Source: an optimization exercise on an open RTL-to-GDS flow (aim: small area, a short achievable clock period and few clock cycles per item). Production flows keep margins and buffers that such runs may drop.
At most, simulation tests tie the RTL to the original design; equivalence was not proved.
For runs 1 to 4, only the layout was checked, not whether the RTL still works.
Power and IR drop assume default switching activity.

--- flow/design.v ---
package hedc_pkg;
	localparam int CFG_IDX_W = 3;
	localparam logic [CFG_IDX_W-1:0] CFG_START_BYTE   = 3'd0;
	localparam logic [CFG_IDX_W-1:0] CFG_ENV_VERSION  = 3'd1;
	localparam logic [CFG_IDX_W-1:0] CFG_FRAME_MARKER = 3'd2;
	localparam logic [CFG_IDX_W-1:0] CFG_FRAME_VER    = 3'd3;
	localparam logic [CFG_IDX_W-1:0] CFG_FRAME_KIND   = 3'd4;
	localparam logic [7:0] START_BYTE_RST   = 8'hA5;
	localparam logic [7:0] ENV_VERSION_RST  = 8'h01;
	localparam logic [7:0] FRAME_MARKER_RST = 8'hD7;
	localparam logic [7:0] FRAME_VER_RST    = 8'h02;
	localparam logic [7:0] FRAME_KIND_RST   = 8'h01;
	localparam int ENV_VER_POS  = 1;
	localparam int EMIT_FIRST   = 2;
	localparam int INNER_OFFSET = 4;
	localparam logic [15:0] CRC_INIT = 16'hFFFF;
	localparam logic [15:0] CRC_POLY = 16'h1021;
	localparam logic [15:0] CRC_MSB  = 16'h8000;
	typedef enum logic [7:0] {
		ST_IDLE    = 8'b0000_0001,
		ST_CHECK   = 8'b0000_0010,
		ST_FLUSH   = 8'b0000_0100,
		ST_DECIDE  = 8'b0000_1000,
		ST_SCAN    = 8'b0001_0000,
		ST_COPY    = 8'b0010_0000,
		ST_EMIT_RD = 8'b0100_0000,
		ST_EMIT_WR = 8'b1000_0000
	} hedc_state_t;
	typedef struct packed {
		logic       clr;
		logic       vld;
		logic [7:0] data;
		logic       env_ver;
		logic       marker;
		logic       fver;
		logic       kind;
		logic       crc_en;
		logic       got_hi;
		logic       got_lo;
	} hedc_chk_t;
	function automatic logic [15:0] crc16_byte(input logic [15:0] crc, input logic [7:0] data);
		logic [15:0] c;
		c = crc ^ {data, 8'h00};
		for (int b = 0; b < 8; b++) begin
			if ((c & CRC_MSB) != 16'h0000) begin
				c = (c << 1) ^ CRC_POLY;
			end else begin
				c = c << 1;
			end
		end
		crc16_byte = c;
	endfunction
endpackage
module hedc_ram #(
	parameter int WIDTH = 8,
	parameter int DEPTH = 40
) (
	input  logic                     clk,
	input  logic                     we,
	input  logic [$clog2(DEPTH)-1:0] waddr,
	input  logic [WIDTH-1:0]         wdata,
	input  logic                     re,
	input  logic [$clog2(DEPTH)-1:0] raddr,
	output logic [WIDTH-1:0]         rdata
);
	logic [WIDTH-1:0] mem_q [DEPTH];
	logic [WIDTH-1:0] rdata_q;
	always_ff @(posedge clk) begin
		if (we) begin
			mem_q[waddr] <= wdata;
		end
		if (re) begin
			rdata_q <= mem_q[raddr];
		end
	end
	assign rdata = rdata_q;
endmodule
module hedc_check (
	input  logic                clk,
	input  logic                arst_n,
	input  logic [7:0]          env_version,
	input  logic [7:0]          frame_marker,
	input  logic [7:0]          frame_version,
	input  logic [7:0]          frame_kind,
	input  hedc_pkg::hedc_chk_t beat,
	output logic                pass
);
	logic        ok_q;
	logic [15:0] crc_q;
	logic [15:0] got_q;
	logic        bad;
	assign bad = (beat.env_ver && (beat.data != env_version)) ||
		(beat.marker && (beat.data != frame_marker)) ||
		(beat.fver && (beat.data != frame_version)) ||
		(beat.kind && (beat.data != frame_kind));
	always_ff @(posedge clk or negedge arst_n) begin
		if (!arst_n) begin
			ok_q <= 1'b0;
		end else if (beat.clr) begin
			ok_q <= 1'b1;
		end else if (beat.vld && bad) begin
			ok_q <= 1'b0;
		end
	end
	always_ff @(posedge clk) begin
		if (beat.clr) begin
			crc_q <= hedc_pkg::CRC_INIT;
		end else if (beat.vld) begin
			if (beat.crc_en) begin
				crc_q <= hedc_pkg::crc16_byte(crc_q, beat.data);
			end
			if (beat.got_hi) begin
				got_q[15:8] <= beat.data;
			end
			if (beat.got_lo) begin
				got_q[7:0] <= beat.data;
			end
		end
	end
	assign pass = ok_q && (got_q == crc_q);
endmodule
module host_envelope_deframer_crc16_core #(
	parameter int ENVELOPE_BYTES    = 40,
	parameter int INNER_FRAME_BYTES = 36
) (
	input  logic                           clk,
	input  logic                           arst_n,
	input  logic                           cfg_we,
	input  logic [hedc_pkg::CFG_IDX_W-1:0] cfg_idx,
	input  logic [7:0]                     cfg_data,
	input  logic                           rx_valid,
	output logic                           rx_stall,
	input  logic [7:0]                     rx_byte,
	output logic                           out_valid,
	input  logic                           out_stall,
	output logic [7:0]                     out_byte,
	output logic                           out_last
);
	localparam int         NS   = 38;         
	localparam logic [5:0] DMAX = 6'(NS - 1);
	function automatic logic [5:0] dstep(input logic [5:0] d);
		dstep = (d == 6'd0) ? DMAX : d - 6'd1;
	endfunction
	logic [7:0] start_q, env_ver_q, marker_q, fver_q, kind_q;
	logic       in_v, sk_v;
	logic [7:0] in_b, sk_b;
	logic       in_st, sk_st;
	logic       stall_q;     
	logic [7:0] drum [NS];
	logic [7:0] tap;         
	logic [5:0] dr, dw, df;  
	logic       dr0, dw0, df0;
	logic [5:0] nf;          
	logic       nz;          
	logic       anchored;    
	logic [5:0]  pos;
	logic        e0, g2, d38, l39;
	logic        ok;
	logic [15:0] crc;
	logic [7:0]  cmp_q;      
	logic        ff;         
	logic        fp1;        
	logic        repro;      
	logic        rphase;     
	logic        rdre;       
	logic        out_valid_q;
	logic [7:0]  out_byte_q;
	logic        out_last_q;
	logic        o1_v;
	logic [7:0]  o1_b;
	logic        o1_l;
	logic ld, rd_out, rep_end, rep_active, store_ok, consume, wr;
	logic eq_in, gd, in_free, incoming, cmp_rx, nxt_st, fresh_ok_n, rdre_n;
	logic ev_s, ev_v, ev_v1, ev_v0, ev_m, ev_sv, ev_er, vgood, set_df0, set_dfm;
	logic [15:0] crc_step;
	assign tap        = drum[NS-1];
	assign ld         = !out_valid_q || !out_stall;
	assign rd_out     = nz && dr0 && !o1_v;
	assign rep_end    = repro && rphase && dw0;
	assign rep_active = repro && !rep_end;
	assign store_ok   = anchored ? (dw0 && !(nz && dr0 && o1_v)) : (!nz || rd_out);
	assign consume    = in_v && !rep_active && (!g2 || store_ok);
	assign wr         = consume && g2;
	assign eq_in  = (in_b == cmp_q);
	assign gd     = ok && eq_in;
	assign ev_s  = e0 && consume && in_st;
	assign ev_v  = l39 && consume;
	assign ev_v1 = ev_v && !gd && (ff || in_st);
	assign ev_v0 = ev_v && !ev_v1;
	assign ev_m  = !e0 && !l39 && (rdre || consume);
	assign ev_sv = ev_s || ev_v;
	assign ev_er = ev_v && !gd && ff;
	assign vgood = ev_v && gd;
	assign set_df0 = ev_m && in_st && !ff && (rdre || wr);
	assign set_dfm = wr && fp1;
	assign crc_step = hedc_pkg::crc16_byte(crc, in_b);
	assign in_free  = !in_v || consume;
	assign incoming = rx_valid && !stall_q;
	assign rx_stall = stall_q;
	assign cmp_rx   = (rx_byte == start_q);
	always_ff @(posedge clk) begin
		drum[0] <= wr ? in_b : tap;
		for (int k = 1; k < NS; k++) begin
			drum[k] <= drum[k-1];
		end
	end
	assign nxt_st = (drum[NS-2] == start_q);
	logic repro_n, rphase_n, dw0_n, df0_n;
	assign repro_n  = ev_er || (repro && !rep_end);
	assign rphase_n = !ev_er && (rphase || rdre);
	assign dw0_n    = wr || (dw == 6'd1);
	assign df0_n    = set_df0 || (!set_dfm && (df == 6'd1));
	assign rdre_n     = repro_n && !(rphase_n && dw0_n) && (rphase_n || df0_n);
	assign fresh_ok_n = !repro_n || (rphase_n && dw0_n);
	always_ff @(posedge clk) begin
		if (!sk_v) begin
			sk_b  <= rx_byte;
			sk_st <= cmp_rx;
		end
		if (rdre_n) begin
			in_b  <= drum[NS-2];
			in_st <= nxt_st;
		end else if (in_free && fresh_ok_n) begin
			in_b  <= sk_v ? sk_b : rx_byte;
			in_st <= sk_v ? sk_st : cmp_rx;
		end
		if (ld) begin
			out_byte_q <= o1_v ? o1_b : tap;
			out_last_q <= o1_v ? o1_l : (nf == 6'd1);
		end
		if (!o1_v) begin
			o1_b <= tap;
			o1_l <= (nf == 6'd1);
		end
		dr     <= (rd_out || (wr && !nz)) ? 6'd0 : dstep(dr);
		dr0    <= rd_out || (wr && !nz) || (dr == 6'd1);
		dw     <= wr ? 6'd0 : dstep(dw);
		dw0    <= dw0_n;
		df     <= set_df0 ? 6'd0 : set_dfm ? DMAX : dstep(df);
		df0    <= df0_n;
		rphase <= rphase_n;
		stall_q <= !(in_free && fresh_ok_n) && (sk_v || incoming);
		if (ev_s || ev_v1) begin
			pos <= 6'd1;
		end else if (ev_v0) begin
			pos <= 6'd0;
		end else if (ev_m) begin
			pos <= pos + 6'd1;
		end
		if (ev_sv) begin
			d38 <= 1'b0;
		end else if (ev_m) begin
			d38 <= (pos == 6'd37);
		end
		if (ev_m) begin
			if (pos[5:2] == 4'd0) begin
				crc <= hedc_pkg::CRC_INIT;
			end else if (pos < 6'd38) begin
				crc <= crc_step;
			end
			if (pos == 6'd1) begin
				ok <= eq_in;
			end else if ((pos == 6'd4) || (pos == 6'd5) || (pos == 6'd6) || d38) begin
				ok <= ok && eq_in;
			end
		end
		if (ev_sv) begin
			cmp_q <= env_ver_q;
		end else if (ev_m) begin
			case (pos)
				6'd3:    cmp_q <= marker_q;
				6'd4:    cmp_q <= fver_q;
				6'd5:    cmp_q <= kind_q;
				6'd37:   cmp_q <= crc_step[15:8];
				6'd38:   cmp_q <= crc[7:0];
				default: begin
				end
			endcase
		end
		if (set_dfm) begin
			fp1 <= 1'b0;
		end
		if (ev_sv) begin
			ff  <= 1'b0;
			fp1 <= 1'b0;
		end else if (ev_m && in_st && !ff) begin
			ff <= 1'b1;
			if (!(rdre || wr)) begin
				fp1 <= 1'b1;
			end
		end
	end
	always_ff @(posedge clk or negedge arst_n) begin
		if (!arst_n) begin
			start_q     <= hedc_pkg::START_BYTE_RST;
			env_ver_q   <= hedc_pkg::ENV_VERSION_RST;
			marker_q    <= hedc_pkg::FRAME_MARKER_RST;
			fver_q      <= hedc_pkg::FRAME_VER_RST;
			kind_q      <= hedc_pkg::FRAME_KIND_RST;
			in_v        <= 1'b0;
			sk_v        <= 1'b0;
			nf          <= '0;
			nz          <= 1'b0;
			anchored    <= 1'b0;
			e0          <= 1'b1;
			g2          <= 1'b0;
			l39         <= 1'b0;
			repro       <= 1'b0;
			rdre        <= 1'b0;
			out_valid_q <= 1'b0;
			o1_v        <= 1'b0;
		end else begin
			if (cfg_we) begin
				case (cfg_idx)
					hedc_pkg::CFG_START_BYTE:   start_q   <= cfg_data;
					hedc_pkg::CFG_ENV_VERSION:  env_ver_q <= cfg_data;
					hedc_pkg::CFG_FRAME_MARKER: marker_q  <= cfg_data;
					hedc_pkg::CFG_FRAME_VER:    fver_q    <= cfg_data;
					hedc_pkg::CFG_FRAME_KIND:   kind_q    <= cfg_data;
					default: begin
					end
				endcase
			end
			if (in_free && fresh_ok_n) begin
				in_v <= sk_v || incoming;
				sk_v <= 1'b0;
			end else begin
				in_v <= in_v && !consume;
				if (incoming) begin
					sk_v <= 1'b1;
				end
			end
			if (ld) begin
				out_valid_q <= o1_v || rd_out;
				o1_v        <= 1'b0;
			end else if (rd_out) begin
				o1_v        <= 1'b1;
			end
			if (vgood) begin
				nf <= 6'(NS);
				nz <= 1'b1;
			end else if (rd_out) begin
				nf <= nf - 6'd1;
				nz <= (nf != 6'd1);
			end
			repro <= repro_n;
			rdre  <= rdre_n;
			if (ev_s) begin
				e0 <= 1'b0;
			end else if (ev_v0) begin
				e0 <= 1'b1;
			end
			if (ev_v) begin
				g2  <= 1'b0;
				l39 <= 1'b0;
			end else if (ev_m) begin
				g2  <= 1'b1;
				l39 <= d38;
			end
			if (wr) begin
				anchored <= 1'b1;
			end
			if (ev_v) begin
				anchored <= ev_er;
			end
		end
	end
	assign out_valid = out_valid_q;
	assign out_byte  = out_byte_q;
	assign out_last  = out_last_q;
endmodule
--- flow/run.sh ---
#!/bin/bash
# synth_recipe.tcl (not shown) runs the flow's synth.tcl, then flattens the netlist and writes it again
# the make line also repeats each setting of config.mk as NAME=value (left out here)
make -C /OpenROAD-flow-scripts/flow DESIGN_CONFIG=/design/flow/config.mk WORK_HOME=/design/flow/orfs CLKGATE_MAP_FILE= SYNTH_SCRIPT=/design/flow/synth_recipe.tcl finish
--- flow/constraint.sdc ---
create_clock -name core_clock -period 5.0 [get_ports {clk}]
set_input_delay 1.0000 -clock core_clock [delete_from_list [all_inputs] [get_ports {clk}]]
set_output_delay 1.0000 -clock core_clock [all_outputs]
set_load 0.01 [all_outputs]
--- flow/config.mk ---
export PLATFORM = sky130hd
export DESIGN_NAME = host_envelope_deframer_crc16_core
export DESIGN_NICKNAME = host_envelope_deframer_crc16_core
export VERILOG_FILES = /design/flow/design.v
export SDC_FILE = /design/flow/constraint.sdc
export NUM_CORES = 4
export LEC_CHECK = 0
export ABC_AREA = 1
export ABC_CLOCK_PERIOD_IN_PS = 2000
export CAP_MARGIN = 20
export CORE_MARGIN = 2
export CORE_UTILIZATION = 45
export CTS_CLUSTER_DIAMETER = 70
export CTS_CLUSTER_SIZE = 30
export PLACE_DENSITY = 0.65
export SETUP_SLACK_MARGIN = 3.0
export SLEW_MARGIN = 20
==> key figures, run 1 <==
Run status
  • Status: complete, no violations

STA
  • Slew @ Worst Pin: 0.794 ns
  • Hold_ws: 0.322 ns
  • Final hold violations: 0
  • Fin crit share: 41.2%
  • Worst Clk Skew: 0.0190 ns
  • TNS Setup: 0 ns
  • RSZ-0062 raised after global routing: true
  • Slew Limit Fails: 0
  • Tmin final: 2.06 ns
  • Fmax: 485 MHz
  • Max-slew headroom: 47.1%
  • Final Setup Violations: 0

Drt
  • Detailed Routing Iterations Pass 1: 6
  • Routed Antenna Nets: 0
  • Wire per inst: 14.0 µm
  • Remaining DRCs: 0
  • Final WL: 22500 µm
  • Via count: 7315
  • Iteration-0 DRC count of the detailed router: 573
  • Drt via density: 4.57

Synth
  • Post-Syn Instances: 1104
  • Post-synth net total: 1141
  • Post-synth ARST share: 12.6%
  • Sequential share of the synthesized area: 74.8%
  • Synth cell types: 47
  • Post-synth EDFFs: 43
  • Avg Cell Area, Syn: 11.9 µm²
  • Syn. warnings: 2
  • Main synth FF type: dfxtp_1
  • Synth Cell Area: 13100 µm²
  • #FFs+latches synth: 453

Clock tree
  • Inserted Clock Buffers: 20
  • Clock root cell: clkbuf_16
  • Hold Buf Count CTS: 0
  • Clk buf depth: 3
  • Worst-Skew Late Latency: 0.54 ns
  • Htree depth: 1
  • CTS tree: yes
  • CTS sink count: 453
  • Clock-pin slew on the worst setup and hold paths: 0.10 ns

Floorplanning
  • Full die area: 30500 µm²
  • Initial core utilization: 45.7%
  • Row Count: 62
  • Die W: 175 µm
  • Die Ht: 175 µm
  • Core Footprint: 28700 µm²
  • Ports: 35

GRT
  • All-layer global routing usage: 14.6%
  • Vias in the first global route: 6931
  • Initial antenna violation count: 0
  • First-pass GRT wire length: 35600 µm
  • Total gr overflow: 0
  • Largest net degree at the start of global routing: 58

Placed design
  • Dpl hpwl: 14500 µm
  • PortBufs: 34
  • RD Place Congestion: 0.798
  • Placed cells: 1508

Layout
  • Non-Filler Instances: 1600
  • Synth-to-layout area growth: 16.8%
  • Antenna Cells: 0
  • Final core utilization: 53.3%
  • Layout cell share with drive strength beyond 1: 16.6%
  • Final nets: 1242

Setup path
  • Slowest stage delay, CP: 0.39 ns
  • CP max FO: 1
  • CP cell instances: buf_2
  • Crit. End Element: primary output
  • Worst Path Class, Setup: reg -> out
  • FF-to-FF setup slack: 2.96 ns
  • Worst r2r src: o1_v$_DFFE_PN0P_
  • WP buf/inv: 1
  • Arrival @ worst endpoint: 1.06 ns
  • Setup crit start kind: flip-flop
  • Req. time, crit path: 4.00 ns
  • CP max-delay cell: edfxtp_1
  • Crit. Startpoint: out_byte_q[4]$_DFFE_PN_
  • Top delay family on crit path: flip-flops

Power
  • Power Density: 621 nW/µm²
  • VDD IR-drop max: 268 µV
  • Pleak: 6.53 nW
  • Tot Pwr: 9.51 mW

Hold path
  • Hold path start: drum[13][5]$_DFF_P_
  • HP Class: reg -> reg

Job
  • Max-Cap Viols: 0
-- kinds of logic after synthesis --
| group | after synthesis | share of synthesized area, % |
|---|---|---|
| flops | 453 | 74.8 |
| simple gates | 360 | 12.2 |
| compound gates | 124 | 5.29 |
| buf+inv | 106 | 3.23 |
| xor+xnor | 48 | 3.21 |
| fa+ha+maj | 13 | 1.24 |
-- stage by stage --
| stage | cell area (µm²) | worst slack (ns) |
|---|---|---|
| 2_1_floorplan | 13100 | 3.02 |
| 3_3_place_gp | 13900 | 2.42 |
| 3_5_place_dp | 13900 | 2.31 |
| 4_1_cts | 14900 | 2.90 |
| 5_1_grt | 15300 | 2.84 |
| 6_report | 15300 | 2.94 |
-- repair_timing --
item	CTS	global route
setup endpoints to repair	87	85
resized for setup	83	56
gates cloned	2	1
setup buffers	34	22
pin swaps	16	25
-- final timing paths --
check	endpoint	cells past startpoint
max	out_byte[4]	1
min	drum[14][5]$_DFF_P_	0
max reg2reg	in_b[4]$_DFFE_PP_	14
min reg2reg	drum[14][5]$_DFF_P_	0
max in group asynchronous	nz$_DFFE_PN0P_	2
min in group asynchronous	nf[4]$_DFFE_PN0P_	2
-- layout by cell type, fill, tap and decap left out, drive strengths merged, types with 8 or more instances in the layout --
master / count
edfxtp: 43
nor2: 46
dfxtp: 353
buf: 70
dfstp: 14
clkbuf: 28
xnor2: 28
ha: 13
or2: 11
inv: 93
clkdlybuf4s50: 21
dfrtp: 43
o21ai: 67
a21oi: 32
nand3: 41
xor2: 20
o211ai: 8
nand2: 248
-- cell type report --
| type | instances | area, µm² |
|---|---|---|
| clock buffer | 28 | 583 |
| clock inverter | 5 | 61.3 |
| fill | 2438 | 13400 |
| inverter | 91 | 382 |
| multi-input combinational | 547 | 3190 |
| sequential | 453 | 9820 |
| tap | 384 | 480 |
| timing repair buffer | 92 | 801 |
-- layer usage --
metal,vias to the layer above,global-route usage (%),routed length [µm],part of all wire (%)
met5,-,0,0,0
met4,0,5.14,652,2.9
met3,36,2.15,973,4.3
met2,153,21.5,9620,43
met1,3412,21.8,11200,50
li1,3714,-,-,-
-- where the power goes --
part	leakage, nW	switching, mW	internal [mW]
Clock	0.315	1.09	0.851
Combinational	2.23	1.31	0.970
Sequential	3.98	0.469	4.82
Total	6.53	2.87	6.64
-- worst register-to-register path, delay by kind of cell (launching register included) --
family / cells / cell delay [ns]
AND/OR/NAND/NOR: 11 / 0.97
buffers and inverters: 3 / 0.39
flip-flops: 1 / 0.45
-- synth_stat cells (2+ instances only) --
cell,count,area [µm²]
dfxtp_1,353,7070
nand2_1,236,886
inv_1,83,312
o21ai_0,65,325
nor2_1,44,165
dfrtp_1,43,1080
edfxtp_1,43,1290
nand3_1,35,175
a21oi_1,31,155
xnor2_1,28,245
xor2_1,20,175
dfstp_2,14,368
ha_1,13,163
or2_2,11,68.8
clkbuf_1,9,33.8
o211ai_1,8,60.1
nand2_2,7,43.8
inv_2,5,18.8
nand3_4,5,87.6
nand4_1,5,31.3
nor3_1,5,25.0
o2bb2ai_1,5,43.8
a31oi_1,4,25.0
nand2_4,4,45.0
buf_4,3,22.5
a21boi_0,2,15.0
buf_2,2,10.0
nor3_2,2,20.0
-- state kept, by name, summed over array words and instances, names as in the netlist, 8 cells and up --
signal	flops
o1_b	8
env_ver_q	8
cmp_q	8
fver_q	8
sk_b	8
out_byte_q	8
in_b	8
marker_q	8
kind_q	8
start_q	8
crc	16
drum	304
==> inputs of run 2 (changes only) <==
--- a/flow/design.v
+++ b/flow/design.v
@@ -144,7 +144,7 @@
 	logic [7:0] start_q, env_ver_q, marker_q, fver_q, kind_q;
 	logic       in_v, sk_v;
 	logic [7:0] in_b, sk_b;
-	logic       in_st, sk_st;
+	logic       in_st;       
 	logic       stall_q;     
 	logic [7:0] drum [NS];
 	logic [7:0] tap;         
@@ -170,7 +170,7 @@
 	logic [7:0]  o1_b;
 	logic        o1_l;
 	logic ld, rd_out, rep_end, rep_active, store_ok, consume, wr;
-	logic eq_in, gd, in_free, incoming, cmp_rx, nxt_st, fresh_ok_n, rdre_n;
+	logic eq_in, gd, in_free, incoming, fresh_ok_n, rdre_n;
 	logic ev_s, ev_v, ev_v1, ev_v0, ev_m, ev_sv, ev_er, vgood, set_df0, set_dfm;
 	logic [15:0] crc_step;
 	assign tap        = drum[NS-1];
@@ -182,6 +182,7 @@
 	assign consume    = in_v && !rep_active && (!g2 || store_ok);
 	assign wr         = consume && g2;
 	assign eq_in  = (in_b == cmp_q);
+	assign in_st  = (in_b == start_q);
 	assign gd     = ok && eq_in;
 	assign ev_s  = e0 && consume && in_st;
 	assign ev_v  = l39 && consume;
@@ -197,14 +198,12 @@
 	assign in_free  = !in_v || consume;
 	assign incoming = rx_valid && !stall_q;
 	assign rx_stall = stall_q;
-	assign cmp_rx   = (rx_byte == start_q);
 	always_ff @(posedge clk) begin
 		drum[0] <= wr ? in_b : tap;
 		for (int k = 1; k < NS; k++) begin
 			drum[k] <= drum[k-1];
 		end
 	end
-	assign nxt_st = (drum[NS-2] == start_q);
 	logic repro_n, rphase_n, dw0_n, df0_n;
 	assign repro_n  = ev_er || (repro && !rep_end);
 	assign rphase_n = !ev_er && (rphase || rdre);
@@ -214,15 +213,12 @@
 	assign fresh_ok_n = !repro_n || (rphase_n && dw0_n);
 	always_ff @(posedge clk) begin
 		if (!sk_v) begin
-			sk_b  <= rx_byte;
-			sk_st <= cmp_rx;
+			sk_b <= rx_byte;
 		end
 		if (rdre_n) begin
-			in_b  <= drum[NS-2];
-			in_st <= nxt_st;
+			in_b <= drum[NS-2];
 		end else if (in_free && fresh_ok_n) begin
-			in_b  <= sk_v ? sk_b : rx_byte;
-			in_st <= sk_v ? sk_st : cmp_rx;
+			in_b <= sk_v ? sk_b : rx_byte;
 		end
 		if (ld) begin
 			out_byte_q <= o1_v ? o1_b : tap;
@@ -239,6 +235,11 @@
 		df     <= set_df0 ? 6'd0 : set_dfm ? DMAX : dstep(df);
 		df0    <= df0_n;
 		rphase <= rphase_n;
+		if (vgood) begin
+			nf <= 6'(NS);
+		end else if (rd_out) begin
+			nf <= nf - 6'd1;
+		end
 		stall_q <= !(in_free && fresh_ok_n) && (sk_v || incoming);
 		if (ev_s || ev_v1) begin
 			pos <= 6'd1;
@@ -299,7 +300,6 @@
 			kind_q      <= hedc_pkg::FRAME_KIND_RST;
 			in_v        <= 1'b0;
 			sk_v        <= 1'b0;
-			nf          <= '0;
 			nz          <= 1'b0;
 			anchored    <= 1'b0;
 			e0          <= 1'b1;
@@ -337,10 +337,8 @@
 				o1_v        <= 1'b1;
 			end
 			if (vgood) begin
-				nf <= 6'(NS);
 				nz <= 1'b1;
 			end else if (rd_out) begin
-				nf <= nf - 6'd1;
 				nz <= (nf != 6'd1);
 			end
 			repro <= repro_n;
--- a/flow/config.mk
+++ b/flow/config.mk
@@ -9,9 +9,9 @@
 export ABC_CLOCK_PERIOD_IN_PS = 2000
 export CAP_MARGIN = 20
 export CORE_MARGIN = 2
-export CORE_UTILIZATION = 45
-export CTS_CLUSTER_DIAMETER = 70
-export CTS_CLUSTER_SIZE = 30
-export PLACE_DENSITY = 0.65
-export SETUP_SLACK_MARGIN = 3.0
+export CORE_UTILIZATION = 40
+export CTS_CLUSTER_DIAMETER = 80
+export CTS_CLUSTER_SIZE = 28
+export PLACE_DENSITY = 0.6
+export SETUP_SLACK_MARGIN = 2.95
 export SLEW_MARGIN = 20
==> run 2 against run 1 <==
  * Clock skew is 0.0026 ns higher
  * Final area decreased by 2.6%
  * Global-route usage down 1.8 points
  * First-iteration DRC count shrank 30%
  * Still clean
  * Largest cell class unchanged
==> key figures, run 2 <==
STA
  • Worst Clk Skew: 0.0217 ns
  • Slew Limit Fails: 0
  • RSZ-0062 raised after global routing: true
  • Tmin final: 2.22 ns
  • Slew @ Worst Pin: 0.693 ns
  • Final Setup Violations: 0
  • TNS Setup: 0 ns
  • Max-slew headroom: 53.8%
  • Final hold violations: 0
  • Fmax: 451 MHz
  • Fin crit share: 44.3%

Layout
  • Largest regs: drum x304, crc x16
  • Top reg by flops: drum
  • Synth-to-layout area growth: 15.9%
  • Layout cell share with drive strength beyond 1: 16.7%
  • Final nets: 1191
  • Max reg flops: 304
  • Fillers: 2868
  • Most common cell after layout, fill and taps aside: dfxtp_1
  • Most frequent cells in the layout: dfxtp_1, nand2_1, inv_1
  • Non-Filler Instances: 1566

Setup path
  • FF-to-FF setup slack: 2.78 ns
  • Req. time, crit path: 5.21 ns
  • Worst Path Class, Setup: reg -> reg
  • R2R Path End: in_b[5]$_DFFE_PP_
  • Arrival @ worst endpoint: 2.43 ns
  • Worst r2r src: in_b[2]$_DFFE_PP_
  • Crit. End Element: flip-flop
  • CP max FO: 10
  • Reg2Reg Depth: 9
  • Setup crit start kind: flip-flop

Hold path
  • Hold path start: drum[6][2]$_DFF_P_
  • Min-Delay Path Depth: 0
  • WHS Endpoint: drum[7][2]$_DFF_P_
  • HP Class: reg -> reg

Floorplanning
  • Die W: 183 µm
  • Core Footprint: 31600 µm²
  • Initial core utilization: 40.6%
  • Full die area: 33600 µm²
  • Ports: 35
  • Row Count: 65
  • Die Ht: 183 µm

Power
  • Switching portion of total power: 29.0%
  • Cell internal pwr: 6.13 mW
  • Combinational Power Share: 20.3%
  • Power Density: 579 nW/µm²
  • Tot Pwr: 8.63 mW
  • Pleak: 6.25 nW
  • Seq pwr share: 58.3%
  • NetSw: 2.50 mW
  • VDD IR-drop max: 254 µV
  • Clock share of power: 21.4%

Synth
  • Post-Syn Instances: 1064
  • Syn. warnings: 2
  • Post-synth top area cell: dfxtp_1
  • Post-synth EDFFs: 42
  • Sequential share of the synthesized area: 75.6%
  • Main synth FF type: dfxtp_1
  • Synth cell count leaders: dfxtp_1, nand2_1, inv_1
  • Avg Cell Area, Syn: 12.1 µm²
  • Post-synth net total: 1101
  • Synth cell types: 45
  • Count leader, synth: dfxtp_1
  • #FFs+latches synth: 451
  • Yosys top cell area share: 55.8%
  • Ranking of synthesized cells by area: dfxtp_1, edfxtp_1, dfrtp_1
  • Synth Cell Area: 12900 µm²
  • Post-synth ARST share: 11.3%

Drt
  • Final WL: 21500 µm
  • Drt via density: 4.52
  • Wire per inst: 13.7 µm
  • Detailed Routing Iterations Pass 1: 7
  • Iteration-0 DRC count of the detailed router: 403
  • Routed Antenna Nets: 0
  • Via count: 7084
  • Remaining DRCs: 0

Clock tree
  • Clock-pin slew on the worst setup and hold paths: 0.11 ns
  • CTS tree: yes
  • CTS sink count: 451
  • Clock root cell: clkbuf_16
  • Inserted Clock Buffers: 20
  • Worst-Skew Late Latency: 0.53 ns
  • Htree depth: 1
  • Clk buf depth: 3

GRT
  • First-pass GRT wire length: 34300 µm
  • Total gr overflow: 0
  • All-layer global routing usage: 12.8%
  • Initial antenna violation count: 0
  • Largest net degree at the start of global routing: 52
  • Vias in the first global route: 6456

Run status
  • Status: complete, no violations

Job
  • Max-Cap Viols: 0

Placed design
  • Dpl hpwl: 13700 µm
  • PortBufs: 34
  • RD Place Congestion: 0.843
  • Placed cells: 1487
-- run 2: cell types whose count changed after synthesis, moves of 4 or more --
cell | before | now
dfxtp_1 | 353 | 358
dfrtp_1 | 43 | 37
o2bb2ai_1 | 5 | 0
inv_2 | 5 | 1
nand2_1 | 236 | 214
nor2_1 | 44 | 50
nand4_1 | 5 | 1
o211ai_1 | 8 | 3
xor2_1 | 20 | 14
mux2_2 | 0 | 8
-- run 2: cell families after synthesis --
logic type / after synthesis / share of synthesized area, %
AOI/OAI and AO/OA: 114 / 4.92
buffers and inverters: 98 / 2.95
and+or+nand+nor: 340 / 11.8
xor gates and xnor gates: 40 / 2.73
muxes: 8 / 0.701
DFF: 451 / 75.6
adders and majority gates: 13 / 1.27
-- run 2: area by class of cell --
cell class,instances,area [µm²],share of cell area [%]
Antenna cell,1,2.50,0.0168
Clock inverter,2,27.5,0.185
Multi-Input combinational cell,517,3040,20.4
Clock buffer,29,556,3.73
Tap cell,402,503,3.38
Sequential cell,451,9730,65.3
Timing Repair Buffer,80,694,4.66
Inverter,84,352,2.36
-- run 2: through the flow --
step	cell area, µm²	hold WS, ns	setup slack (ns)	utilization (%)
global placement	13700	0.310	2.09	43.2
floorplan	12900	0.310	2.95	-
global route	14900	0.339	2.75	47.1
finish	14900	0.324	2.78	47.1
detailed placement	13700	0.312	1.95	43.2
CTS	14600	0.330	2.85	46.3
-- run 2: critical path: stages (launching register included) --
cell and delay [ns]:
edfxtp_1 0.57, xnor2_1 0.22, nand2_1 0.08, nor2_2 0.15, nand3b_1 0.22, nor2_2 0.22, nand3_4 0.10, nand3_4 0.10
nand2_8 0.08, o21ai_4 0.13
-- run 2: how the worst max path moves through the flow --
stage | start | endpoint | slack, ns | cells past startpoint
finish | in_b[2]$_DFFE_PP_ | in_b[5]$_DFFE_PP_ | 2.78 | 9
global route | in_b[2]$_DFFE_PP_ | in_b[1]$_DFFE_PP_ | 2.75 | 9
CTS | in_b[2]$_DFFE_PP_ | in_b[5]$_DFFE_PP_ | 2.85 | 9
detailed placement | o1_v$_DFFE_PN0P_ | in_b[3]$_DFFE_PP_ | 1.95 | 12
global placement | o1_v$_DFFE_PN0P_ | in_b[2]$_DFFE_PP_ | 2.09 | 12
floorplan | o1_v$_DFFE_PN0P_ | cmp_q[0]$_DFFE_PP_ | 2.95 | 9
-- run 2: metal layers --
metal	GRT usage, %	vias up	part of all wire [%]
met2	18.4	154	41
met1	19.7	3317	52
met3	2.01	34	4.8
met5	0	-	0
li1	-	3579	-
met4	3.90	0	2.7
-- run 2: timing repair --
| item | CTS | global route |
|---|---|---|
| pin swaps | 18 | 16 |
| resized for setup | 89 | 54 |
| buffers inserted | 35 | 10 |
| hold buffers | 0 | 0 |
| setup endpoints to repair | 114 | 104 |
| gates cloned | 2 | 0 |
-- run 2: power groups by stage --
| stage | clock network (mW) | logic, mW | registers (mW) |
|---|---|---|---|
| after floorplan | 0 | 1.13 | 4.94 |
| after global placement | 0 | 1.45 | 5.11 |
| after detailed placement | 0 | 1.47 | 5.11 |
| after CTS | 1.92 | 1.66 | 5.03 |
| after global routing | 2.05 | 1.97 | 5.13 |
| final | 1.85 | 1.75 | 5.03 |
==> inputs of run 3 (changes only) <==
--- a/flow/config.mk
+++ b/flow/config.mk
@@ -6,12 +6,12 @@
 export NUM_CORES = 4
 export LEC_CHECK = 0
 export ABC_AREA = 1
-export ABC_CLOCK_PERIOD_IN_PS = 2000
+export ABC_CLOCK_PERIOD_IN_PS = 2500
 export CAP_MARGIN = 20
 export CORE_MARGIN = 2
 export CORE_UTILIZATION = 40
 export CTS_CLUSTER_DIAMETER = 80
 export CTS_CLUSTER_SIZE = 28
 export PLACE_DENSITY = 0.6
-export SETUP_SLACK_MARGIN = 2.95
+export SETUP_SLACK_MARGIN = 3.0
 export SLEW_MARGIN = 20
==> run 3 against run 2 <==
  * Wire length is 4.4% higher
  * Fmax is 2.7% higher
  * Total power is 1.3% higher
  * Sequential share of layout area is 0.83 points lower
  * Die area stayed put
  * Setup slack better by 0.058 ns
  * First-iteration DRC count is 34% higher
  * Cell count is 0.70% higher
  * Hold slack worse by 0.015 ns
  * Clock power hardly changed
  * Area after synthesis stayed put
  * Largest cell class unchanged
==> key figures, run 3 <==
Placed design
  • RD Place Congestion: 0.821
  • Placed Area: 13700 µm²
  • Dpl hpwl: 14000 µm
  • Placed cells: 1487
  • PortBufs: 34
  • Post-Place Setup Slack: 2.05 ns

STA
  • Worst Clk Skew: 0.0235 ns
  • Final hold violations: 0
  • Fin crit share: 43.2%
  • Hold_ws: 0.309 ns
  • Fmax: 463 MHz
  • Final Setup Violations: 0
  • RSZ-0062 raised after global routing: true
  • Slew @ Worst Pin: 0.676 ns
  • Final setup margin: 2.84 ns
  • Slew Limit Fails: 0
  • Max-slew headroom: 54.9%
  • TNS Setup: 0 ns
  • Tmin final: 2.16 ns

GRT
  • Largest net degree at the start of global routing: 52
  • Vias in the first global route: 6692
  • Initial antenna violation count: 0
  • All-layer global routing usage: 13.4%
  • Total gr overflow: 0
  • First-pass GRT wire length: 35600 µm

Setup path
  • Setup crit start kind: flip-flop
  • Crit. End Element: flip-flop
  • CP max FO: 8
  • Req. time, crit path: 5.22 ns
  • FF-to-FF setup slack: 2.84 ns
  • Total stage count of the critical path: 9
  • WP buf/inv: 0
  • Slowest stage delay, CP: 0.55 ns
  • Worst Path Class, Setup: reg -> reg
  • Reg2Reg Depth: 9
  • Arrival @ worst endpoint: 2.38 ns
  • CP max-delay cell: edfxtp_1
  • CP cell instances: xnor2_1 -> nand2_1 -> nor2_2 -> nand3b_1 -> nor2_2 -> nand3_4 -> nand3_4 -> nand2_8 -> o21ai_4
  • Top delay family on crit path: simple AND/OR/NAND/NOR gates

Power
  • Pleak: 6.31 nW
  • Power Density: 579 nW/µm²
  • Tot Pwr: 8.74 mW
  • Seq pwr share: 57.4%
  • VDD IR-drop max: 240 µV
  • Cell internal pwr: 6.19 mW
  • Combinational Power Share: 21.6%
  • Clock share of power: 21.0%
  • Switching portion of total power: 29.2%
  • NetSw: 2.56 mW

Layout
  • Max reg flops: 304
  • Most frequent cells in the layout: dfxtp_1, nand2_1, inv_1
  • Antenna Cells: 0
  • Fillers: 2807
  • Most common cell after layout, fill and taps aside: dfxtp_1
  • Final nets: 1204
  • Largest regs: drum x304, crc x16
  • Final core utilization: 47.7%
  • Seq. cell area: 9730 µm²
  • Layout cell share with drive strength beyond 1: 19.5%
  • Synth-to-layout area growth: 17.4%
  • Post-Layout Inst Area: 15100 µm²
  • Non-Filler Instances: 1577
  • Multi-input gate area: 3140 µm²
  • Top reg by flops: drum

Drt
  • Drt via density: 4.55
  • Remaining DRCs: 0
  • Final WL: 22400 µm
  • Via count: 7171
  • Detailed Routing Iterations Pass 1: 8
  • Wire per inst: 14.2 µm
  • Routed Antenna Nets: 0
  • Iteration-0 DRC count of the detailed router: 542

Floorplanning
  • Die W: 183 µm
  • Core Footprint: 31600 µm²
  • Die Ht: 183 µm
  • Row Count: 65
  • Initial core utilization: 40.6%
  • Ports: 35
  • Full die area: 33600 µm²

Synth
  • Yosys top cell area share: 55.8%
  • Synth Cell Area: 12900 µm²
  • Post-Syn Instances: 1064
  • Synth cell types: 45
  • Post-synth ARST share: 11.3%
  • Post-synth EDFFs: 42
  • Avg Cell Area, Syn: 12.1 µm²
  • Sequential share of the synthesized area: 75.6%
  • #FFs+latches synth: 451
  • Ranking of synthesized cells by area: dfxtp_1, edfxtp_1, dfrtp_1
  • Syn. warnings: 2
  • Post-synth top area cell: dfxtp_1
  • Synth cell count leaders: dfxtp_1, nand2_1, inv_1
  • Post-synth net total: 1101
  • Count leader, synth: dfxtp_1
  • Main synth FF type: dfxtp_1

Clock tree
  • Clock root cell: clkbuf_16
  • Inserted Clock Buffers: 20
  • Clk buf depth: 3
  • Worst-Skew Late Latency: 0.54 ns
  • Clock-pin slew on the worst setup and hold paths: 0.11 ns
  • Htree depth: 1
  • CTS tree: yes
  • Hold Buf Count CTS: 0
  • CTS sink count: 451

Run status
  • Status: complete, no violations

Hold path
  • Min-Delay Path Depth: 0
  • HP Class: reg -> reg

Job
  • Max-Cap Viols: 0
-- run 3: cell counts after synthesis --
No cell type changed its count.
-- run 3: final cells by class --
class | count | share of cell area, %
flip-flops and latches | 451 | 64.5
multi-input cells | 518 | 20.8
repair buffers | 92 | 5.25
clock buffers | 27 | 3.63
well taps | 402 | 3.33
inverters | 84 | 2.32
clock inverters | 3 | 0.191
-- run 3: routing by layer --
metal	vias to the layer above	global-route usage (%)	part of all wire [%]
met3	32	2.03	4.0
met4	0	3.46	2.4
met2	163	20.4	44
li1	3590	-	-
met1	3386	19.9	50
met5	-	0	0
-- run 3: power by group through the flow --
stage | Clock [mW] | Sequential (mW) | Combinational (mW)
3_3_place_gp | 0 | 5.10 | 1.46
4_1_cts | 1.92 | 5.02 | 1.78
5_1_grt | 2.04 | 5.11 | 2.10
3_5_place_dp | 0 | 5.11 | 1.50
6_report | 1.84 | 5.02 | 1.89
2_1_floorplan | 0 | 4.94 | 1.14
-- run 3: worst paths after layout --
kind	startpoint	endpoint
worst max-delay path	in_b[3]$_DFFE_PP_	in_b[0]$_DFFE_PP_
worst max register to register	in_b[3]$_DFFE_PP_	in_b[0]$_DFFE_PP_
worst min-delay path	drum[5][2]$_DFF_P_	drum[6][2]$_DFF_P_
worst min register to register	drum[5][2]$_DFF_P_	drum[6][2]$_DFF_P_
min in group asynchronous	arst_n	fver_q[7]$_DFFE_PN0P_
max in group asynchronous	arst_n	o1_v$_DFFE_PN0P_
-- run 3: cell families (layout without fill, tap and decap cells) --
logic type	count (synthesis)	in the layout	share of synthesized area, %
adders and majority gates	13	13	1.27
buffers and inverters	98	206	2.95
xor gates and xnor gates	40	40	2.73
and+or+nand+nor	340	343	11.8
DFF	451	451	75.6
AOI/OAI and AO/OA	114	114	4.92
muxes	8	8	0.701
-- run 3: repair_timing --
| action | in CTS | in global routing |
|---|---|---|
| cloned | 3 | 0 |
| pin swaps | 24 | 19 |
| resized for setup | 110 | 54 |
| setup buffers | 41 | 16 |
| setup endpoints to repair | 114 | 110 |
==> inputs of run 4 (changes only) <==
==> flow/flow/run.sh (new file) <==
#!/bin/bash
# The standard layout (the standard.sh, ORFS synthesis to finish), with
# the port buffers that buffer_ports inserts made sky130_fd_sc_hd__buf_2
# instead of the delay cell it picks by default. Everything else, including
# synthesis, floorplan, power grid and tap cells, is the standard flow.
set -euo pipefail
cd "$(dirname "$0")/.."
bash standard.sh 'BUFFER_PORTS_ARGS=-buffer_cell sky130_fd_sc_hd__buf_2' finish > run_make.log 2>&1
==> flow/standard.sh (new file) <==
#!/bin/bash
# synth_recipe.tcl (not shown) runs the flow's synth.tcl, then flattens the netlist and writes it again
# the make line also repeats each setting of config.mk as NAME=value (left out here)
make -C /OpenROAD-flow-scripts/flow DESIGN_CONFIG=/design/flow/config.mk WORK_HOME=/design/flow/orfs CLKGATE_MAP_FILE= SYNTH_SCRIPT=/design/flow/synth_recipe.tcl "${@:-finish}"
--- a/flow/config.mk
+++ b/flow/config.mk
@@ -6,12 +6,12 @@
 export NUM_CORES = 4
 export LEC_CHECK = 0
 export ABC_AREA = 1
-export ABC_CLOCK_PERIOD_IN_PS = 2500
+export ABC_CLOCK_PERIOD_IN_PS = 2000
 export CAP_MARGIN = 20
 export CORE_MARGIN = 2
 export CORE_UTILIZATION = 40
 export CTS_CLUSTER_DIAMETER = 80
 export CTS_CLUSTER_SIZE = 28
 export PLACE_DENSITY = 0.6
-export SETUP_SLACK_MARGIN = 3.0
+export SETUP_SLACK_MARGIN = 2.95
 export SLEW_MARGIN = 20
removed: flow/run.sh
==> run 4 against run 3 <==
  * Clock-buffer cell count increased by 1
  * Sequential cell count unchanged
  * Clock power about the same
  * Wire length decreased by 1.9%
  * Largest power group unchanged
  * Highest routed layer unchanged
==> key figures, run 4 <==
Run status
  • Status: complete, no violations

Power
  • Cell internal pwr: 6.16 mW
  • Switching portion of total power: 29.2%
  • Pleak: 6.32 nW
  • Combinational Power Share: 21.0%
  • NetSw: 2.55 mW
  • VDD IR-drop max: 263 µV
  • Clock share of power: 21.3%
  • Seq pwr share: 57.8%
  • Tot Pwr: 8.71 mW
  • Power Density: 587 nW/µm²

Synth
  • Post-synth EDFFs: 42
  • Post-synth ARST share: 11.3%
  • Post-synth top area cell: dfxtp_1
  • #FFs+latches synth: 451
  • Main synth FF type: dfxtp_1
  • Avg Cell Area, Syn: 12.1 µm²
  • Post-Syn Instances: 1064
  • Count leader, synth: dfxtp_1
  • Ranking of synthesized cells by area: dfxtp_1, edfxtp_1, dfrtp_1
  • Sequential share of the synthesized area: 75.6%
  • Yosys top cell area share: 55.8%
  • Synth cell count leaders: dfxtp_1, nand2_1, inv_1
  • Synth cell types: 45
  • Post-synth net total: 1101
  • Synth Cell Area: 12900 µm²
  • Syn. warnings: 2

Setup path
  • Reg2Reg Depth: 11
  • Arrival @ worst endpoint: 2.51 ns
  • Worst r2r src: in_b[6]$_DFFE_PP_
  • FF-to-FF setup slack: 2.79 ns
  • Worst Path Class, Setup: reg -> reg
  • Setup crit start kind: flip-flop
  • R2R Path End: cmp_q[1]$_DFFE_PP_
  • Crit. End Element: flip-flop
  • Req. time, crit path: 5.30 ns
  • CP max FO: 4

Drt
  • Wire per inst: 14.0 µm
  • Drt via density: 4.49
  • Routed Antenna Nets: 0
  • Remaining DRCs: 0
  • Final WL: 22000 µm
  • Via count: 7071
  • Detailed Routing Iterations Pass 1: 5
  • Iteration-0 DRC count of the detailed router: 482

GRT
  • First-pass GRT wire length: 35800 µm
  • Initial antenna violation count: 0
  • Total gr overflow: 0
  • Vias in the first global route: 6928
  • All-layer global routing usage: 13.3%
  • Largest net degree at the start of global routing: 52

Layout
  • Synth-to-layout area growth: 15.4%
  • Largest regs: drum x304, crc x16
  • Max reg flops: 304
  • Layout cell share with drive strength beyond 1: 18.1%
  • Most common cell after layout, fill and taps aside: dfxtp_1
  • Final nets: 1201
  • Final core utilization: 46.9%
  • Most frequent cells in the layout: dfxtp_1, nand2_1, inv_1
  • Top reg by flops: drum
  • Non-Filler Instances: 1575
  • Antenna Cells: 0

Clock tree
  • Htree depth: 1
  • CTS sink count: 451
  • Worst-Skew Late Latency: 0.54 ns
  • Clock root cell: clkbuf_16
  • Clock-pin slew on the worst setup and hold paths: 0.11 ns
  • Clk buf depth: 3
  • Inserted Clock Buffers: 20
  • CTS tree: yes
  • Hold Buf Count CTS: 0

STA
  • Worst Clk Skew: 0.0271 ns
  • Slew Limit Fails: 0
  • Max-slew headroom: 54.4%
  • Final hold violations: 0
  • Final Setup Violations: 0
  • Tmin final: 2.21 ns
  • Fin crit share: 44.3%
  • RSZ-0062 raised after global routing: true
  • TNS Setup: 0 ns
  • Fmax: 451 MHz
  • Slew @ Worst Pin: 0.684 ns

Hold path
  • Min-Delay Path Depth: 0
  • WHS Endpoint: drum[20][2]$_DFF_P_
  • Hold path start: drum[19][2]$_DFF_P_
  • HP Class: reg -> reg

Placed design
  • Placed cells: 1487
  • RD Place Congestion: 0.811
  • PortBufs: 34
  • Dpl hpwl: 14000 µm

Floorplanning
  • Ports: 35
  • Initial core utilization: 40.6%
  • Row Count: 65
  • Die W: 183 µm
  • Core Footprint: 31600 µm²
  • Die Ht: 183 µm
  • Full die area: 33600 µm²

Job
  • Max-Cap Viols: 0
-- run 4: worst max path at each step --
stage,from,to,slack [ns]
2_1_floorplan,o1_v$_DFFE_PN0P_,cmp_q[0]$_DFFE_PP_,2.95
3_3_place_gp,o1_v$_DFFE_PN0P_,in_b[2]$_DFFE_PP_,2.06
3_5_place_dp,o1_v$_DFFE_PN0P_,in_b[2]$_DFFE_PP_,1.89
4_1_cts,in_b[1]$_DFFE_PP_,in_b[6]$_DFFE_PP_,2.84
5_1_grt,in_b[3]$_DFFE_PP_,cmp_q[1]$_DFFE_PP_,2.70
6_report,in_b[6]$_DFFE_PP_,cmp_q[1]$_DFFE_PP_,2.79
-- run 4: cell type report --
cell class                      count  area, µm²
Fill cell                        2858      16800
Multi-Input combinational cell    517       3010
Timing Repair Buffer               90        666
Tap cell                          402        503
Sequential cell                   451       9730
Inverter                           84        349
Clock inverter                      3       28.8
Clock buffer                       28        552
-- run 4: timing repair --
action | CTS | global route
gates resized for setup | 49 | 29
cloned | 2 | 1
hold endpoints to repair | 0 | 0
endpoints found under the setup margin | 111 | 78
buffers inserted | 35 | 19
pin swaps | 18 | 18
-- run 4: layer usage --
| metal | part of all wire, % | up-vias | track usage, % |
|---|---|---|---|
| met5 | 0 | - | 0 |
| met4 | 2.1 | 0 | 3.58 |
| met3 | 4.6 | 31 | 2.01 |
| met2 | 43 | 136 | 20.2 |
| met1 | 51 | 3308 | 19.7 |
| li1 | - | 3596 | - |
-- run 4: per-stage QoR --
step                hold slack, ns  worst slack, ns  cell area, µm²
floorplan                    0.310             2.95           12900
CTS                          0.314             2.84           14600
global placement             0.310             2.06           13500
detailed placement           0.312             1.89           13500
global route                 0.334             2.70           14800
finish                       0.321             2.79           14800
-- run 4: critical path: stages (launching register included) --
cell and delay (ns):
edfxtp_1 0.55, xnor2_1 0.21, nand2_1 0.10, nor2_2 0.14, nand3b_1 0.20, buf_4 0.21
nor3_4 0.14, buf_4 0.16, nor2_4 0.05, buf_4 0.13, nand2_1 0.05, nand2_1 0.05
-- run 4: power by group through the flow --
stage	clock [mW]	sequential, mW	combinational, mW
after floorplan	0	4.94	1.13
after global placement	0	5.11	1.41
after detailed placement	0	5.12	1.45
after CTS	1.92	5.04	1.71
after global routing	2.05	5.13	2.05
final	1.85	5.03	1.83
-- run 4: cell families after synthesis --
family	Yosys count	synth area share (%)
and+or+nand+nor	340	11.8
AOI/OAI and AO/OA	114	4.92
buffers and inverters	98	2.95
muxes	8	0.701
xor gates and xnor gates	40	2.73
DFF	451	75.6
adders and majority gates	13	1.27
==> inputs of run 5 (changes only) <==
--- a/flow/design.v
+++ b/flow/design.v
@@ -144,7 +144,7 @@
 	logic [7:0] start_q, env_ver_q, marker_q, fver_q, kind_q;
 	logic       in_v, sk_v;
 	logic [7:0] in_b, sk_b;
-	logic       in_st;       
+	logic       in_st, sk_st;
 	logic       stall_q;     
 	logic [7:0] drum [NS];
 	logic [7:0] tap;         
@@ -170,7 +170,7 @@
 	logic [7:0]  o1_b;
 	logic        o1_l;
 	logic ld, rd_out, rep_end, rep_active, store_ok, consume, wr;
-	logic eq_in, gd, in_free, incoming, fresh_ok_n, rdre_n;
+	logic eq_in, gd, in_free, incoming, cmp_rx, nxt_st, fresh_ok_n, rdre_n;
 	logic ev_s, ev_v, ev_v1, ev_v0, ev_m, ev_sv, ev_er, vgood, set_df0, set_dfm;
 	logic [15:0] crc_step;
 	assign tap        = drum[NS-1];
@@ -182,7 +182,6 @@
 	assign consume    = in_v && !rep_active && (!g2 || store_ok);
 	assign wr         = consume && g2;
 	assign eq_in  = (in_b == cmp_q);
-	assign in_st  = (in_b == start_q);
 	assign gd     = ok && eq_in;
 	assign ev_s  = e0 && consume && in_st;
 	assign ev_v  = l39 && consume;
@@ -198,12 +197,14 @@
 	assign in_free  = !in_v || consume;
 	assign incoming = rx_valid && !stall_q;
 	assign rx_stall = stall_q;
+	assign cmp_rx   = (rx_byte == start_q);
 	always_ff @(posedge clk) begin
 		drum[0] <= wr ? in_b : tap;
 		for (int k = 1; k < NS; k++) begin
 			drum[k] <= drum[k-1];
 		end
 	end
+	assign nxt_st = (drum[NS-2] == start_q);
 	logic repro_n, rphase_n, dw0_n, df0_n;
 	assign repro_n  = ev_er || (repro && !rep_end);
 	assign rphase_n = !ev_er && (rphase || rdre);
@@ -213,12 +214,15 @@
 	assign fresh_ok_n = !repro_n || (rphase_n && dw0_n);
 	always_ff @(posedge clk) begin
 		if (!sk_v) begin
-			sk_b <= rx_byte;
+			sk_b  <= rx_byte;
+			sk_st <= cmp_rx;
 		end
 		if (rdre_n) begin
-			in_b <= drum[NS-2];
+			in_b  <= drum[NS-2];
+			in_st <= nxt_st;
 		end else if (in_free && fresh_ok_n) begin
-			in_b <= sk_v ? sk_b : rx_byte;
+			in_b  <= sk_v ? sk_b : rx_byte;
+			in_st <= sk_v ? sk_st : cmp_rx;
 		end
 		if (ld) begin
 			out_byte_q <= o1_v ? o1_b : tap;
==> run 5 against run 4 <==
  * Total power grew 19%
  * Cell count grew 3.2%
  * Final area is essentially flat
  * Synthesized cell count grew 2.9%
  * Combinational power grew 46%
  * Register-to-register slack gained 0.18 ns
==> key figures, run 5 <==
Run status
  • Status: complete, no violations

Hold path
  • HP Class: reg -> reg
  • Min-Delay Path Depth: 0

Placed design
  • Dpl hpwl: 14700 µm
  • PortBufs: 34
  • RD Place Congestion: 0.890

Floorplanning
  • Die Ht: 184 µm
  • Full die area: 34000 µm²
  • Row Count: 66
  • Initial core utilization: 40.3%
  • Core Footprint: 32300 µm²
  • Die W: 184 µm
  • Ports: 35

Synth
  • Synth Area in XOR/XNOR: 3.03%
  • Post-Syn Instances: 1095
  • Post-synth ARST share: 11.3%
  • Syn. warnings: 2
  • Compound-Gate Fraction of Synth Area: 5.14%
  • Synth cell count leaders: dfxtp_1, nand2_1, inv_1
  • Yosys top cell area share: 55.2%
  • Sequential share of the synthesized area: 75.0%
  • Synth Cell Area: 13000 µm²
  • Largest family of logic cells by synthesized area: simple AND/OR/NAND/NOR gates
  • Simple-Gate Fraction of Synth Area: 12.0%
  • Mux cell area share after synthesis: 0.346%
  • Avg Cell Area, Syn: 11.9 µm²
  • Post-synth top area cell: dfxtp_1
  • #FFs+latches synth: 453
  • Synth cell types: 50
  • Post-synth net total: 1132
  • Adder-cell share of the synthesized area: 1.25%
  • Main synth FF type: dfxtp_1
  • Ranking of synthesized cells by area: dfxtp_1, edfxtp_1, dfrtp_1
  • Post-synth EDFFs: 43
  • Count leader, synth: dfxtp_1

Clock tree
  • Clk buf depth: 3
  • Inserted Clock Buffers: 21
  • Htree depth: 1
  • Clock-pin slew on the worst setup and hold paths: 0.10 ns
  • Clock root cell: clkbuf_16
  • CTS sink count: 453
  • CTS tree: yes
  • Worst-Skew Late Latency: 0.53 ns

Setup path
  • Req. time, crit path: 4.00 ns
  • Setup crit start kind: flip-flop
  • Arrival @ worst endpoint: 1.09 ns
  • FF-to-FF setup slack: 2.97 ns
  • CP cell instances: buf_2
  • Reg2Reg Depth: 12
  • CP max-delay cell: edfxtp_1
  • Top delay family on crit path: flip-flops
  • CP max FO: 1
  • Slowest stage delay, CP: 0.41 ns
  • Crit. End Element: primary output
  • Total stage count of the critical path: 1
  • Worst Path Class, Setup: reg -> out
  • WP buf/inv: 1

Job
  • Max-Cap Viols: 0

STA
  • Slew Limit Fails: 0
  • Tmin final: 2.09 ns
  • Fin crit share: 41.8%
  • RSZ-0062 raised after global routing: true
  • Hold_ws: 0.312 ns
  • Slew @ Worst Pin: 0.681 ns
  • Fmax: 478 MHz
  • TNS Setup: 0 ns
  • Final hold violations: 0
  • Worst Clk Skew: 0.0201 ns
  • Max-slew headroom: 54.6%
  • Final Setup Violations: 0

Drt
  • Remaining DRCs: 0
  • Drt via density: 4.42
  • Routed Antenna Nets: 0
  • Detailed Routing Iterations Pass 1: 5
  • Iteration-0 DRC count of the detailed router: 566
  • Wire per inst: 13.5 µm
  • Via count: 7184
  • Final WL: 21900 µm

Power
  • Power Density: 699 nW/µm²
  • VDD IR-drop max: 306 µV
  • Pleak: 6.41 nW

Layout
  • Layout cell share with drive strength beyond 1: 15.0%
  • Most common cell after layout, fill and taps aside: dfxtp_1
  • Most frequent cells in the layout: dfxtp_1, nand2_1, inv_1
  • Max reg flops: 304
  • Antenna Cells: 0
  • Largest regs: drum x304, crc x16
  • Top reg by flops: drum
  • Final nets: 1212
  • Synth-to-layout area growth: 14.0%

GRT
  • All-layer global routing usage: 12.9%
  • First-pass GRT wire length: 34700 µm
  • Total gr overflow: 0
  • Largest net degree at the start of global routing: 52
  • Initial antenna violation count: 0
  • Vias in the first global route: 6559
## run 5: cell count changes after synthesis, moves of 4 or more
cell,before,now
nand2_1,214,234
nor2_1,50,41
inv_2,1,7
nand3_1,38,33
inv_1,81,85
mux2_2,8,4
nand3_2,0,4
o211ai_1,3,7
o2bb2ai_1,0,4
## run 5: where the power goes
part	internal, mW	leakage [nW]	switching (mW)
sequential	5.25	3.99	0.564
combinational	1.10	2.12	1.58
clock	0.810	0.295	1.08
## run 5: per-stage QoR
stage,util (%),instance area (µm²),std cells,power [mW],worst slack [ns]
global route,46.0,14900,1626,11.1,2.84
floorplan,-,13000,1095,7.33,2.97
CTS,45.0,14500,1606,10.2,2.87
global placement,42.4,13700,1557,8.00,2.55
detailed placement,42.4,13700,1557,8.04,2.44
finish,46.0,14900,1626,10.4,2.91
## run 5: final timing paths
kind / startpoint / endpoint
worst max-delay path: out_byte_q[1]$_DFFE_PN_ / out_byte[1]
worst min-delay path: drum[10][5]$_DFF_P_ / drum[11][5]$_DFF_P_
worst max register to register: o1_v$_DFFE_PN0P_ / in_b[6]$_DFFE_PP_
worst min register to register: drum[10][5]$_DFF_P_ / drum[11][5]$_DFF_P_
max in group asynchronous: arst_n / o1_v$_DFFE_PN0P_
min in group asynchronous: arst_n / kind_q[5]$_DFFE_PN0P_
## run 5: area by class of cell
class / count / area (µm²)
fillers: 2948 / 17400
flip-flops and latches: 453 / 9780
multi-input cells: 535 / 3030
clock buffers: 29 / 556
well taps: 442 / 553
repair buffers: 70 / 493
inverters: 94 / 379
clock inverters: 3 / 61.3
## run 5: timing repair
item                                    4_1_cts  5_1_grt
gates resized for setup                      21       29
endpoints found under the setup margin       67       70
pin swaps                                     5       14
gates cloned                                  0        3
hold buffers                                  0        0
endpoints found under the hold margin         0        0
setup buffers                                17       17
## run 5: layer usage
metal	share of wire (%)	global-route usage, %	up-vias
met3	5.4	2.51	41
li1	-	-	3641
met5	0	0	-
met1	51	19.4	3344
met2	41	18.6	158
met4	3.3	4.61	0
## run 5: kinds of logic after synthesis
group,after synthesis
flip-flops,453
AND/OR/NAND/NOR,351
multiplexers,4
AO/OA/AOI/OAI,120
buffers and inverters,109
XOR/XNOR,45
adder cells (fa/ha/maj),13
Testbench counts of run 5, summed over its fixed seeds: cycles 19,364, beats 12,008.
==> inputs of run 6 (changes only) <==
--- a/flow/config.mk
+++ b/flow/config.mk
@@ -10,8 +10,8 @@
 export CAP_MARGIN = 20
 export CORE_MARGIN = 2
 export CORE_UTILIZATION = 40
-export CTS_CLUSTER_DIAMETER = 80
-export CTS_CLUSTER_SIZE = 28
+export CTS_CLUSTER_DIAMETER = 70
+export CTS_CLUSTER_SIZE = 34
 export PLACE_DENSITY = 0.6
 export SETUP_SLACK_MARGIN = 2.95
 export SLEW_MARGIN = 20
==> run 6 against run 5 <==
  * Global-route usage is 0.11 points higher
  * Clock power is 13% higher
  * Setup slack worse by 0.024 ns
  * Fmax is 1.2% lower
  * Critical path depth stayed put
  * Hold slack better by 0.016 ns
  * Register-to-register slack hardly changed
  * Clock skew is 0.0080 ns higher
==> key figures, run 6 <==
Run status
  • Status: complete, no violations

Synth
  • Main synth FF type: dfxtp_1
  • Post-Syn Instances: 1095
  • Synth cell types: 50
  • Ranking of synthesized cells by area: dfxtp_1, edfxtp_1, dfrtp_1
  • Sequential share of the synthesized area: 75.0%
  • #FFs+latches synth: 453
  • Synth Cell Area: 13000 µm²
  • Post-synth EDFFs: 43
  • Avg Cell Area, Syn: 11.9 µm²
  • Post-synth top area cell: dfxtp_1
  • Syn. warnings: 2
  • Post-synth ARST share: 11.3%
  • Count leader, synth: dfxtp_1
  • Post-synth net total: 1132
  • Yosys top cell area share: 55.2%
  • Synth cell count leaders: dfxtp_1, nand2_1, inv_1

STA
  • Fin crit share: 42.3%
  • Fmax: 473 MHz
  • TNS Setup: 0 ns
  • Final hold violations: 0
  • Final setup margin: 2.88 ns
  • Worst Clk Skew: 0.0281 ns
  • Tmin final: 2.12 ns
  • Slew @ Worst Pin: 0.675 ns
  • Slew Limit Fails: 0
  • RSZ-0062 raised after global routing: true
  • Final Setup Violations: 0
  • Max-slew headroom: 55.0%

Clock tree
  • Inserted Clock Buffers: 21
  • CTS tree: yes
  • CTS sink count: 453
  • Clk buf depth: 3
  • Worst-Skew Late Latency: 0.55 ns
  • Htree depth: 1
  • Clock root cell: clkbuf_16
  • Hold Buf Count CTS: 0
  • Clock-pin slew on the worst setup and hold paths: 0.11 ns

Drt
  • Wire per inst: 13.4 µm
  • Remaining DRCs: 0
  • Final WL: 21800 µm
  • Drt via density: 4.40
  • Detailed Routing Iterations Pass 1: 5
  • Via count: 7160
  • Iteration-0 DRC count of the detailed router: 424
  • Routed Antenna Nets: 0

Setup path
  • Top delay family on crit path: flip-flops
  • WP buf/inv: 1
  • Crit. End Element: primary output
  • Req. time, crit path: 4.00 ns
  • Arrival @ worst endpoint: 1.12 ns
  • Worst Path Class, Setup: reg -> out
  • Setup crit start kind: flip-flop
  • CP cell instances: buf_2
  • CP max FO: 1
  • Slowest stage delay, CP: 0.42 ns
  • CP max-delay cell: edfxtp_1

Power
  • Pleak: 6.47 nW
  • NetSw: 3.32 mW
  • Seq pwr share: 55.0%
  • Cell internal pwr: 7.25 mW
  • Combinational Power Share: 24.7%
  • Power Density: 705 nW/µm²
  • Switching portion of total power: 31.4%
  • Clock share of power: 20.2%
  • VDD IR-drop max: 288 µV

Layout
  • Max reg flops: 304
  • Most common cell after layout, fill and taps aside: dfxtp_1
  • Top reg by flops: drum
  • Final core utilization: 46.4%
  • Largest regs: drum x304, crc x16
  • Antenna Cells: 0
  • Post-Layout Inst Area: 15000 µm²
  • Non-Filler Instances: 1629
  • Layout cell share with drive strength beyond 1: 15.5%
  • Final nets: 1210
  • Synth-to-layout area growth: 15.1%
  • Multi-input gate area: 3020 µm²
  • Seq. cell area: 9780 µm²
  • Fillers: 2917
  • Most frequent cells in the layout: dfxtp_1, nand2_1, inv_1

Placed design
  • Placed Area: 13700 µm²
  • RD Place Congestion: 0.890
  • Placed cells: 1557
  • PortBufs: 34
  • Post-Place Setup Slack: 2.44 ns
  • Dpl hpwl: 14700 µm

Floorplanning
  • Initial core utilization: 40.3%
  • Row Count: 66
  • Ports: 35
  • Die W: 184 µm
  • Core Footprint: 32300 µm²
  • Full die area: 34000 µm²
  • Die Ht: 184 µm

GRT
  • Total gr overflow: 0
  • Vias in the first global route: 6610
  • First-pass GRT wire length: 34900 µm
  • Largest net degree at the start of global routing: 52
  • Initial antenna violation count: 0
  • All-layer global routing usage: 13.1%

Job
  • Max-Cap Viols: 0

Hold path
  • HP Class: reg -> reg
run 6: cell counts after synthesis:
Identical to the previous run, type by type.
run 6: power groups by stage:
stage	clock, mW	combinational [mW]	sequential, mW
final	2.14	2.62	5.82
after global routing	2.35	2.92	5.97
after CTS	2.21	2.40	5.83
after detailed placement	0	2.13	5.91
after global placement	0	2.09	5.91
after floorplan	0	1.66	5.67
run 6: repair_timing:
| item | in CTS | in global routing |
|---|---|---|
| setup endpoints to repair | 69 | 69 |
| resized for setup | 23 | 27 |
| endpoints found under the hold margin | 0 | 0 |
| pin swaps | 6 | 12 |
| buffers inserted | 21 | 13 |
| gates cloned | 0 | 1 |
run 6: area by class of cell:
| cell class | count | area share, % |
|---|---|---|
| sequential | 453 | 65.2 |
| multi-input combinational | 533 | 20.2 |
| clock buffer | 24 | 3.72 |
| tap | 442 | 3.69 |
| timing repair buffer | 70 | 3.20 |
| inverter | 94 | 2.53 |
| clock inverter | 13 | 1.50 |
run 6: layer usage:
layer | routed length (µm) | vias up | track usage (%)
li1 | - | 3644 | -
met1 | 11100 | 3324 | 19.6
met2 | 9050 | 158 | 19.1
met3 | 992 | 34 | 2.02
met4 | 661 | 0 | 4.67
met5 | 0 | - | 0
run 6: worst paths after layout:
check                                         from                     to  slack, ns  cells past startpoint
hold reg to reg                drum[15][1]$_DFF_P_    drum[16][1]$_DFF_P_       0.33                      0
min in group asynchronous                   arst_n  fver_q[7]$_DFFE_PN0P_       0.58                      2
setup reg to reg                  o1_v$_DFFE_PN0P_      in_b[4]$_DFFE_PP_       2.98                     12
hold / removal                 drum[15][1]$_DFF_P_    drum[16][1]$_DFF_P_       0.33                      0
setup / recovery           out_byte_q[4]$_DFFE_PN_            out_byte[4]       2.88                      1
max in group asynchronous                   arst_n       o1_v$_DFFE_PN0P_       3.94                      2
run 6: per-stage QoR:
step	hold WS (ns)	power, mW
final	0.328	10.6
after global routing	0.336	11.2
after CTS	0.332	10.4
after detailed placement	0.312	8.04
after global placement	0.310	8.00
after floorplan	0.310	7.33
run 6: kinds of logic (layout without fill, tap and decap cells):
kind of cell / after synthesis / after routing / synth area share, %
simple gates: 351 / 351 / 12.0
fa+ha+maj: 13 / 13 / 1.25
buf+inv: 109 / 201 / 3.27
flops: 453 / 453 / 75.0
mux: 4 / 4 / 0.346
xor+xnor: 45 / 45 / 3.03
compound gates: 120 / 120 / 5.14

re-timing with driven ports:
The results above use ideal ports. As a check the final layouts listed here were re-extracted and re-timed, cells and wires unchanged.
Step 1, drivers: a clkbuf_16 drives clk and a buf_2 each remaining input, both assumed.
Step 2 adds t to the input delays and takes it off the output delays; t is the mean of the earliest and latest rising clock arrival at the registers after step 1. Input paths then give back, and output paths get back, about the clock's delay inside the block.
Three values: no drivers, after step 1, after step 2; two values: the first two.
run	t (ns)	slack for setup (ns)	worst setup path at the end	worst register clock-pin slew, ns	pins driven straight from the clock port
run 1	0.572	2.939 / 2.890 / 2.445	input to register	0.11 / 0.11	1
run 2	0.570	2.783 / 2.783 / 2.408	input to register	0.11 / 0.11	1
run 3	0.571	2.841 / 2.841 / 2.449	input to register	0.11 / 0.11	1
run 4	0.574	2.785 / 2.785 / 2.770	input to register	0.12 / 0.12	1
run 5	0.569	2.908 / 2.861 / 2.815	input to register	0.11 / 0.11	1
run 6	0.580	2.884 / 2.837 / 2.800	input to register	0.11 / 0.11	1
After both steps every run listed still meets setup and hold. The setup slack of run 1, which loses most, moves by -0.049 ns with the drivers and by -0.494 ns with both steps.
